Context: an optimization exercise on an open-source flow, tuned for small area. The choices shown serve that exercise and are no tape-out recipe. In this exercise RTL edits were held to simulation tests only and were not proved equivalent to the original. No driver is modelled on the clock port, so clocking that relies on it looks cheaper here than on a real chip. Power is estimated from default activity; no workload was simulated.

== build 6 ==
==> flow/design.v (excerpt) <==
module register_file_2r1w #(
  parameter int N = 32
) (
  input  logic                 clk,
  input  logic                 reset,
  input  logic                 Reg_Write_i,
  input  logic [RF_ADDR_W-1:0] Write_Register_i,
  input  logic [RF_ADDR_W-1:0] Read_Register_1_i,
  input  logic [RF_ADDR_W-1:0] Read_Register_2_i,
  input  logic [N-1:0]         Write_Data_i,
  output logic [N-1:0]         Read_Data_1_o,
  output logic [N-1:0]         Read_Data_2_o,
  output logic [N-1:0]         Q1
);
  logic [RF_DEPTH-1:1]        wr_en;
  logic [RF_DEPTH-1:1]        valid_q;
  logic [RF_DEPTH-1:1][N-1:0] reg_q;
  logic [RF_DEPTH-1:1]        sel1;
  logic [RF_DEPTH-1:1]        sel2;
  logic [3:0] wa_hi, ra1_hi, ra2_hi;
  logic [7:0] wa_lo, ra1_lo, ra2_lo;
  for (genvar j = 0; j < 4; j++) begin : g_pre_hi
    assign wa_hi[j]  = Reg_Write_i && (Write_Register_i[4:3] == 2'(j));
    assign ra1_hi[j] = (Read_Register_1_i[4:3] == 2'(j));
    assign ra2_hi[j] = (Read_Register_2_i[4:3] == 2'(j));
  end
  for (genvar k = 0; k < 8; k++) begin : g_pre_lo
    assign wa_lo[k]  = (Write_Register_i[2:0] == 3'(k));
    assign ra1_lo[k] = (Read_Register_1_i[2:0] == 3'(k));
    assign ra2_lo[k] = (Read_Register_2_i[2:0] == 3'(k));
  end
  for (genvar i = 1; i < RF_DEPTH; i++) begin : g_dec
    rf_and2 u_we (.a(wa_hi[i/8]), .b(wa_lo[i%8]), .y(wr_en[i]));
    rf_and3 u_s1 (.a(valid_q[i]), .b(ra1_hi[i/8]), .c(ra1_lo[i%8]), .y(sel1[i]));
    rf_and3 u_s2 (.a(valid_q[i]), .b(ra2_hi[i/8]), .c(ra2_lo[i%8]), .y(sel2[i]));
  end
  always_ff @(posedge clk or negedge reset) begin
  ...
For scale: ~2,100 cells after synthesis, ~1,000 flip-flops, ~150 I/O pins, ~40,000 um^2 of cells after synthesis.
Settings: LEC_CHECK=0, CAP_MARGIN=20, CORE_MARGIN=2, CORE_UTILIZATION=60, GPL_TIMING_DRIVEN=0, SETUP_SLACK_MARGIN=0.2, SLEW_MARGIN=20, SYNTH_HIERARCHICAL=1; clock period 5.0 ns.
standard.sh (not shown) runs the stock make flow with config.mk's settings and CLKGATE_MAP_FILE= SYNTH_SCRIPT=/design/flow/synth_recipe.tcl, a recipe that flattens the netlist after the stock synthesis.
==> flow/flow/run.sh <==
#!/bin/bash
# Layout flow: the standard synthesis unchanged, then the standard ORFS steps with these
# changes:
# - the port buffers use the smallest buffer cell;
# - before global placement, the AND gates that drive the select and write-enable rows get twice
#   the drive (flow/upsize.tcl), and the repairs may not use the largest data buffers
#   (flow/dont_use.tcl).
# Each step's output goes to its own log in this folder (ORFS also keeps per-stage logs under
# orfs/logs/).
set -euo pipefail
hook="$PWD/flow/dont_use.tcl"
bash standard.sh synth > synth.log 2>&1
bash standard.sh \
  "BUFFER_PORTS_ARGS=-buffer_cell sky130_fd_sc_hd__buf_1" \
  "CTS_ARGS=-sink_clustering_enable -repair_clock_nets -dont_use_dummy_load -buf_list sky130_fd_sc_hd__clkbuf_8 -sink_clustering_size 16 -sink_clustering_max_diameter 60" \
  "PRE_GLOBAL_PLACE_TCL=$PWD/flow/upsize.tcl" "PRE_RESIZE_TCL=$hook" "PRE_DETAIL_PLACE_TCL=$hook" \
  "PRE_CTS_TCL=$hook" "PRE_GLOBAL_ROUTE_TCL=$hook" \
  finish > layout.log 2>&1
==> flow/flow/dont_use.tcl <==
# Keep the resizer's repair buffers small: the high-fanout select and write-enable nets are
# driven well enough by buf_4/buf_6, and the larger buffers only add area.
set_dont_use {sky130_fd_sc_hd__buf_8 sky130_fd_sc_hd__buf_12 sky130_fd_sc_hd__buf_16
              sky130_fd_sc_hd__bufbuf_8 sky130_fd_sc_hd__bufbuf_16}
==> flow/flow/upsize.tcl <==
# Before global placement: remove the buffers synthesis inserted (the repairs after placement
# buffer what needs it, knowing the wire loads), then give each AND gate that drives a select or enable line (20 loads or
# more) its 2x drive strength, so the line needs no repair buffers.
remove_buffers
set db [ord::get_db]
foreach inst [[ord::get_db_block] getInsts] {
  set m [[$inst getMaster] getName]
  if {![regexp {^(sky130_fd_sc_hd__and[234]b?)_1$} $m -> base]} continue
  foreach it [$inst getITerms] {
    if {![$it isOutputSignal]} continue
    set net [$it getNet]
    if {$net eq "NULL"} continue
    if {[llength [$net getITerms]] - 1 >= 20} {
      set bigger [$db findMaster ${base}_2]
      if {$bigger ne "NULL"} { $inst swapMaster $bigger }
    }
  }
}
source [file join [file dirname [info script]] dont_use.tcl]
> inputs changed (build 6 -> build 71)
Settings: swapping 60 for 55 in CORE_UTILIZATION.
diff --git a/flow/flow/upsize.tcl b/flow/flow/upsize.tcl
--- a/flow/flow/upsize.tcl
+++ b/flow/flow/upsize.tcl
@@ -1,5 +1,3 @@
-# Before global placement: remove the buffers synthesis inserted (the repairs after placement
-# buffer what needs it, knowing the wire loads), then give each AND gate that drives a select or enable line (20 loads or
+# Before global placement: give each AND gate that drives a select or enable line (20 loads or
 # more) its 2x drive strength, so the line needs no repair buffers.
-remove_buffers
 set db [ord::get_db]
Findings:
Clock network power share: build 71 vs build 6 up 0.4 points
Build 71 has time the final worst path needs with I/O delays and setup below what build 6 had.
Build 6 → build 71: synthesized area shows no meaningful change, via count of the first global-routing pass shows no meaningful change, final wirelength shows an increase of about 4%, global-route met3 utilization shows no meaningful change, number of well taps shows an increase of 86.
Diff build 6 -> build 71: final hold slack down 0.052 ns; horizontal extent of the die up about 4.4%.
Comparing share of the cycle needed by the critical path after routing for build 6 and build 71, the smaller number came from build 71.
For via count, build 6 and build 71 come out practically identical.
The following lists how build 97 was set up differently from build 71:
diff --git a/flow/flow/upsize.tcl b/flow/flow/upsize.tcl
--- a/flow/flow/upsize.tcl
+++ b/flow/flow/upsize.tcl
@@ -1,3 +1,5 @@
-# Before global placement: give each AND gate that drives a select or enable line (20 loads or
+# Before global placement: remove the buffers synthesis inserted (the repairs after placement
+# buffer what needs it, knowing the wire loads), then give each AND gate that drives a select or enable line (20 loads or
 # more) its 2x drive strength, so the line needs no repair buffers.
+remove_buffers
 set db [ord::get_db]
The sequential power on build 97 is in line with that on build 71. Row post-route minimum period: build 97 higher / build 71 lower. In the metrics for build 97 and build 71, the one carrying the higher total of fill cells in the finished design is build 71. Build 97 finished end to end and its layout was clean on timing, DRC and antenna. Measured against each other, build 97 and build 71 differ in hold slack, the higher figure coming from build 97. Period utilization: build 97 > build 71. Between build 97 and build 71, the difference in area taken by multi-input logic gates is negligible.

==> re-timing with driven ports <==
Ports are ideal in the flow. The routed layouts listed here were re-timed in OpenROAD. Step 1: set_driving_cell puts a clkbuf_16 on clk and a buf_2 on each other input, an assumption about the parent block. Step 2 times the ports against the registers' clock, not the clock port: input delays grow and output delays shrink by t, the midpoint of the rising clock arrivals with the driver on. a / b / c = ideal ports / drivers / drivers and shift; a / b = the first two.
run	shift t [ns]	slack for setup (ns)	slew at the worst register clock pin (ns)
build 6	0.760	0.154 / 0.129 / 0.129	0.10 / 0.10
build 71	0.770	0.237 / 0.207 / 0.207	0.11 / 0.11
build 97	0.752	0.225 / 0.203 / 0.203	0.10 / 0.10
After both steps setup and hold are still met in every run listed. The setup slack of build 71, which loses most, moves by -0.030 ns with the drivers and by -0.030 ns with both steps.
